From an optimization exercise on the open Yosys and OpenROAD flow, aimed at small area; shortcuts taken in it are not production practice.
The RTL was checked by simulation tests, not by an equivalence proof against the original design.
Power is estimated from default activity; no workload was simulated.

== willow ==
// cb_quant_top
module cb_quant_top (
    input  logic             clk,
    input  logic             rst,
    input  logic             enable,
    input  logic [64*11-1:0] coef_in,
    output logic [64*11-1:0] q_out,
    output logic             out_enable
);
Settings: LEC_CHECK=0, CAP_MARGIN=20, CORE_AREA=5 5 485 485, CTS_CLUSTER_DIAMETER=120, CTS_CLUSTER_SIZE=30, DIE_AREA=0 0 490 490, GPL_TIMING_DRIVEN=0, SLEW_MARGIN=20; clock period 5.0 ns.
standard.sh (not shown) runs the stock make flow with config.mk's settings and CLKGATE_MAP_FILE= SYNTH_SCRIPT=/design/flow/synth_recipe.tcl, a recipe that flattens the netlist after the stock synthesis.
==> flow/flow/run.sh <==
#!/bin/bash
# Layout flow: the standard.sh (ORFS synthesis to finish) with these changes:
#  - synthesis maps the logic with ABC's area mapper (abc_amap.script) instead of the
#    timing-driven map + upsize script, and does not extract half/full adder cells;
#    registers, flattening and naming are those of the standard synthesis
#  - pass-through output wires get buf_1 instead of buf_4 in synthesis
#  - each port gets the smallest buffer (buf_1) instead of the default delay buffer
#  - placement is not timing driven (its trial buffering kept ~250 buffers); the
#    synthesis pass-through buffers are removed before port buffering instead
# Every tool's output goes to its own log here (ORFS keeps per-step logs in orfs/logs).
set -euo pipefail
HERE=$PWD
sed -e "s#log_cmd abc {\*}\$abc_args#log_cmd abc -script $HERE/flow/abc_amap.script {*}[lrange \$abc_args 2 end]#" \
    "$FLOW_HOME/scripts/synth.tcl" > synth_mod.tcl
grep -q "abc_amap.script" synth_mod.tcl
sed -e "s#source \$::env(SCRIPTS_DIR)/synth.tcl#source $HERE/synth_mod.tcl#" synth_recipe.tcl > my_synth.tcl
grep -q "synth_mod.tcl" my_synth.tcl
sed -e "s#SYNTH_SCRIPT=[^ ]*#SYNTH_SCRIPT=$HERE/my_synth.tcl ADDER_MAP_FILE= 'MIN_BUF_CELL_AND_PORTS=sky130_fd_sc_hd__buf_1 A X'#" standard.sh > my_standard.sh
grep -q "my_synth.tcl" my_standard.sh
export BUFFER_PORTS_ARGS="-buffer_cell sky130_fd_sc_hd__buf_1"
export PRE_GLOBAL_PLACE_TCL=$HERE/flow/pre_gpl.tcl
bash my_standard.sh > flow_make.log 2>&1
==> flow/flow/abc_amap.script <==
strash
dc2
dch -f
amap
topo
==> flow/flow/pre_gpl.tcl <==
# Drop the buffers synthesis put on pass-through output wires before the ports are
# buffered (the standard flow does this only in timing-driven placement)
remove_buffers
Input-level comparison between juniper and willow:
Settings: CORE_AREA now 5 5 275 275, was 5 5 485 485; DIE_AREA now 0 0 280 280, was 0 0 490 490; CTS_CLUSTER_DIAMETER now 80, was 120; CTS_CLUSTER_SIZE now 20, was 30.
--- a/flow/flow/run.sh
+++ b/flow/flow/run.sh
@@ -9,2 +9,4 @@
 #    synthesis pass-through buffers are removed before port buffering instead
+#  - pins may sit one routing track apart (the clock pin is fixed apart from the
+#    rest, pre_io.tcl), so the die is sized by area rather than by pin count
 # Every tool's output goes to its own log here (ORFS keeps per-step logs in orfs/logs).
@@ -21,2 +23,4 @@
 export PRE_GLOBAL_PLACE_TCL=$HERE/flow/pre_gpl.tcl
+export PRE_IO_PLACEMENT_TCL=$HERE/flow/pre_io.tcl
+export PLACE_PINS_ARGS="-min_distance 1 -min_distance_in_tracks"
 bash my_standard.sh > flow_make.log 2>&1
==> flow/flow/pre_io.tcl (new file) <==
# Fix the clock pin in the middle of the left edge and keep the other pins 5 um
# away from it: the other pins may sit one routing track apart, but the clock
# net needs more room beside its pin
set die [ord::get_die_area]
set ymid [expr {([lindex $die 1] + [lindex $die 3]) / 2.0}]
place_pin -pin_name clk -layer met3 -location [list 0 $ymid] -pin_size {1.0 0.3} -force_to_die_boundary
exclude_io_pin_region -region left:[expr {$ymid - 5}]-[expr {$ymid + 5}]
[summary]
Diff willow -> juniper: highest ir drop seen on vdd went down; minimum period implied by the final worst setup slack climbed 0.030 ns. Post-route clock period utilization, willow and juniper: larger value in juniper. In the flow results for willow and juniper, the share of the final layout cell area in sequential cells is smaller on willow. For juniper, the critical-path cell with the highest stage delay was nor3_4, unlike willow, where it was o31ai_2. In juniper, detailed-route vias per instance is higher than in willow. Combined global-route utilization of all metal layers ended up 14 points higher on juniper than on willow.
[inputs] fjord vs juniper
Settings: changing CORE_AREA from 5 5 275 275 to 5 5 485 485; changing DIE_AREA from 0 0 280 280 to 0 0 490 490.
--- a/flow/flow/run.sh
+++ b/flow/flow/run.sh
@@ -9,4 +9,2 @@
 #    synthesis pass-through buffers are removed before port buffering instead
-#  - pins may sit one routing track apart (the clock pin is fixed apart from the
-#    rest, pre_io.tcl), so the die is sized by area rather than by pin count
 # Every tool's output goes to its own log here (ORFS keeps per-step logs in orfs/logs).
@@ -23,4 +21,2 @@
 export PRE_GLOBAL_PLACE_TCL=$HERE/flow/pre_gpl.tcl
-export PRE_IO_PLACEMENT_TCL=$HERE/flow/pre_io.tcl
-export PLACE_PINS_ARGS="-min_distance 1 -min_distance_in_tracks"
 bash my_standard.sh > flow_make.log 2>&1
removed: flow/flow/pre_io.tcl
==> notes.md <==
- Going from juniper to fjord, first-pass GRT wire length went up; area growth from synthesis to layout +10 points; routed wire length increased by about 50% relative to the old numbers; wire length on met2 has increased.
- Compared with juniper, fjord instantiates a larger number of standard cells.
- fjord has completed all stages; timing, DRC and antenna checks passed.
- Final-layout clock buffer total grows by more than a quarter when moving from juniper to fjord.
- Summary of fjord over juniper: data arrival at the endpoint of the critical path stayed essentially flat; maximum fanout encountered on the critical timing path moved up; setup slack now larger.
- Cmp fjord vs juniper: effective utilization at floorplan lower in fjord
- Critical-path cell with the highest stage delay: nor3_4 -> juniper, o2111a_1 -> fjord
- From juniper to fjord, number of routed nets with antenna violations did not move at all.
Input changes introduced in onyx (baseline for comparison: fjord):
Settings: DIE_AREA now 0 0 300 300, was 0 0 490 490; CTS_CLUSTER_DIAMETER now 100, was 80; CTS_CLUSTER_SIZE now 25, was 20; CORE_AREA now 5 5 295 295, was 5 5 485 485.
--- a/flow/flow/run.sh
+++ b/flow/flow/run.sh
@@ -9,2 +9,4 @@
 #    synthesis pass-through buffers are removed before port buffering instead
+#  - pins may sit one routing track apart (the clock pin is fixed apart from the
+#    rest, pre_io.tcl), so the die is sized by area rather than by pin count
 # Every tool's output goes to its own log here (ORFS keeps per-step logs in orfs/logs).
@@ -21,2 +23,4 @@
 export PRE_GLOBAL_PLACE_TCL=$HERE/flow/pre_gpl.tcl
+export PRE_IO_PLACEMENT_TCL=$HERE/flow/pre_io.tcl
+export PLACE_PINS_ARGS="-min_distance 1 -min_distance_in_tracks"
 bash my_standard.sh > flow_make.log 2>&1
==> flow/flow/pre_io.tcl (new file) <==
# Fix the clock pin in the middle of the left edge and keep the other pins 5 um
# away from it: the other pins may sit one routing track apart, but the clock
# net needs more room beside its pin
set die [ord::get_die_area]
set ymid [expr {([lindex $die 1] + [lindex $die 3]) / 2.0}]
place_pin -pin_name clk -layer met3 -location [list 0 $ymid] -pin_size {0.8 0.3} -force_to_die_boundary
exclude_io_pin_region -region left:[expr {$ymid - 5}]-[expr {$ymid + 5}]
[summary]
Taking fjord as the reference point, the horizontal die dimension of onyx falls by 190 microns.
Against fjord, onyx reports a tightest slew margin relative to the limit that is higher.
Time the final worst path needs with I/O delays and setup in onyx is 0.047 ns lower than in fjord
Area of the core delta (onyx − fjord): favourable
Relative to fjord, die area decreased by 63% in onyx.
--- input diff onyx..zinc ---
Settings: GPL_TIMING_DRIVEN no longer set, was 0; CORE_AREA now 5 5 485 485, was 5 5 295 295; CTS_CLUSTER_SIZE no longer set, was 25; DIE_AREA now 0 0 490 490, was 0 0 300 300; CTS_CLUSTER_DIAMETER no longer set, was 100.
--- a/flow/flow/run.sh
+++ b/flow/flow/run.sh
@@ -7,6 +7,2 @@
 #  - each port gets the smallest buffer (buf_1) instead of the default delay buffer
-#  - placement is not timing driven (its trial buffering kept ~250 buffers); the
-#    synthesis pass-through buffers are removed before port buffering instead
-#  - pins may sit one routing track apart (the clock pin is fixed apart from the
-#    rest, pre_io.tcl), so the die is sized by area rather than by pin count
 # Every tool's output goes to its own log here (ORFS keeps per-step logs in orfs/logs).
@@ -22,5 +18,2 @@
 export BUFFER_PORTS_ARGS="-buffer_cell sky130_fd_sc_hd__buf_1"
-export PRE_GLOBAL_PLACE_TCL=$HERE/flow/pre_gpl.tcl
-export PRE_IO_PLACEMENT_TCL=$HERE/flow/pre_io.tcl
-export PLACE_PINS_ARGS="-min_distance 1 -min_distance_in_tracks"
 bash my_standard.sh > flow_make.log 2>&1
==> flow/flow/abc_amap.script <==
strash
dch
amap
topo
removed: flow/flow/pre_gpl.tcl
removed: flow/flow/pre_io.tcl
==> notes.md <==
- From onyx to zinc the numbers moved as follows: via count grew by about 5%, die area grew by about 170%, logic depth of the worst setup path including buffers shrank by about 15%, combinational share of power shrank by 2.9 points, achievable frequency grew by about 2%.
- zinc: PASS, flow complete, no timing, DRC or antenna violations
- In the flow results for zinc and onyx, the setup slack is larger on zinc.
For lagoon, these inputs were changed with respect to zinc:
Settings: swapping 5 5 485 485 for 5 5 295 295 in CORE_AREA; swapping 0 0 490 490 for 0 0 300 300 in DIE_AREA; putting CTS_CLUSTER_SIZE at 25 where nothing was set; putting GPL_TIMING_DRIVEN at 0 where nothing was set; putting CTS_CLUSTER_DIAMETER at 100 where nothing was set.
--- a/flow/flow/run.sh
+++ b/flow/flow/run.sh
@@ -7,2 +7,6 @@
 #  - each port gets the smallest buffer (buf_1) instead of the default delay buffer
+#  - placement is not timing driven (its trial buffering kept ~250 buffers); the
+#    synthesis pass-through buffers are removed before port buffering instead
+#  - pins may sit one routing track apart (the clock pin is fixed apart from the
+#    rest, pre_io.tcl), so the die is sized by area rather than by pin count
 # Every tool's output goes to its own log here (ORFS keeps per-step logs in orfs/logs).
@@ -18,2 +22,5 @@
 export BUFFER_PORTS_ARGS="-buffer_cell sky130_fd_sc_hd__buf_1"
+export PRE_GLOBAL_PLACE_TCL=$HERE/flow/pre_gpl.tcl
+export PRE_IO_PLACEMENT_TCL=$HERE/flow/pre_io.tcl
+export PLACE_PINS_ARGS="-min_distance 1 -min_distance_in_tracks"
 bash my_standard.sh > flow_make.log 2>&1
==> flow/flow/abc_amap.script <==
strash
dc2
dch -f
amap
topo
==> flow/flow/pre_gpl.tcl (new file) <==
# Drop the buffers synthesis put on pass-through output wires before the ports are
# buffered (the standard flow does this only in timing-driven placement)
remove_buffers
==> flow/flow/pre_io.tcl (new file) <==
# Fix the clock pin in the middle of the left edge and keep the other pins 5 um
# away from it: the other pins may sit one routing track apart, but the clock
# net needs more room beside its pin
set die [ord::get_die_area]
set ymid [expr {([lindex $die 1] + [lindex $die 3]) / 2.0}]
place_pin -pin_name clk -layer met3 -location [list 0 $ymid] -pin_size {1.0 0.3} -force_to_die_boundary
exclude_io_pin_region -region left:[expr {$ymid - 5}]-[expr {$ymid + 5}]
Findings:
- First-pass GRT wire length ended up 76000 microns lower on lagoon than on zinc.
- Re share of synthesized area occupied by flip-flops and latches: zinc and lagoon aren't equal, and the higher value belongs to lagoon.
- From zinc to lagoon, number of enable-type register cells in the synthesized netlist did not move at all.
- Against zinc, lagoon comes in 2.0 points higher on portion of the clock cycle consumed by the worst path in the final layout.
- Taking zinc as 1.0, lagoon lands at 0.66 on wire length on met1.
- zinc leaves more setup margin than lagoon.
- Going from zinc to lagoon, maximum clock rate shrinks by about 2.1%.
- lagoon vs. zinc: number of standard cells in the layout, taps in and fillers out now sits lower; design internal power now sits lower.

==> re-timing with driven ports <==
No port has a modelled driver above. Below, the same layouts with a new extraction and two added sets of constraints. Step 1, drivers: a clkbuf_16 drives clk and a buf_2 each remaining input, both assumed. Step 2, shift: input delay + t, output delay - t, t = (earliest + latest rising clock arrival at the registers) / 2. This alone moves slack from input paths to output paths. a / b / c = ideal ports / drivers / drivers and shift; a / b = the first two.
| run | t (ns) | slack for setup (ns) | hold slack, ns | worst slew at a driven data input, ns |
|---|---|---|---|---|
| willow | 0.751 | 0.231 / 0.162 / -0.589 | 0.444 / 0.444 / 0.444 | 0.36 |
| juniper | 0.608 | 0.202 / 0.213 / -0.395 | 0.435 / 0.435 / 0.435 | 0.17 |
| fjord | 0.728 | 0.275 / 0.289 / -0.439 | 0.440 / 0.440 / 0.440 | 0.39 |
| onyx | 0.627 | 0.322 / 0.285 / -0.342 | 0.447 / 0.447 / 0.447 | 0.15 |
| zinc | 0.742 | 0.413 / 0.450 / -0.292 | 0.457 / 0.457 / 0.457 | 0.26 |
| lagoon | 0.629 | 0.313 / 0.285 / -0.344 | 0.442 / 0.442 / 0.442 | 0.15 |
Met with ideal ports but missed after step 2: setup timing in every run listed. The setup slack of willow, which loses most, moves by -0.069 ns with the drivers and by -0.820 ns with both steps.
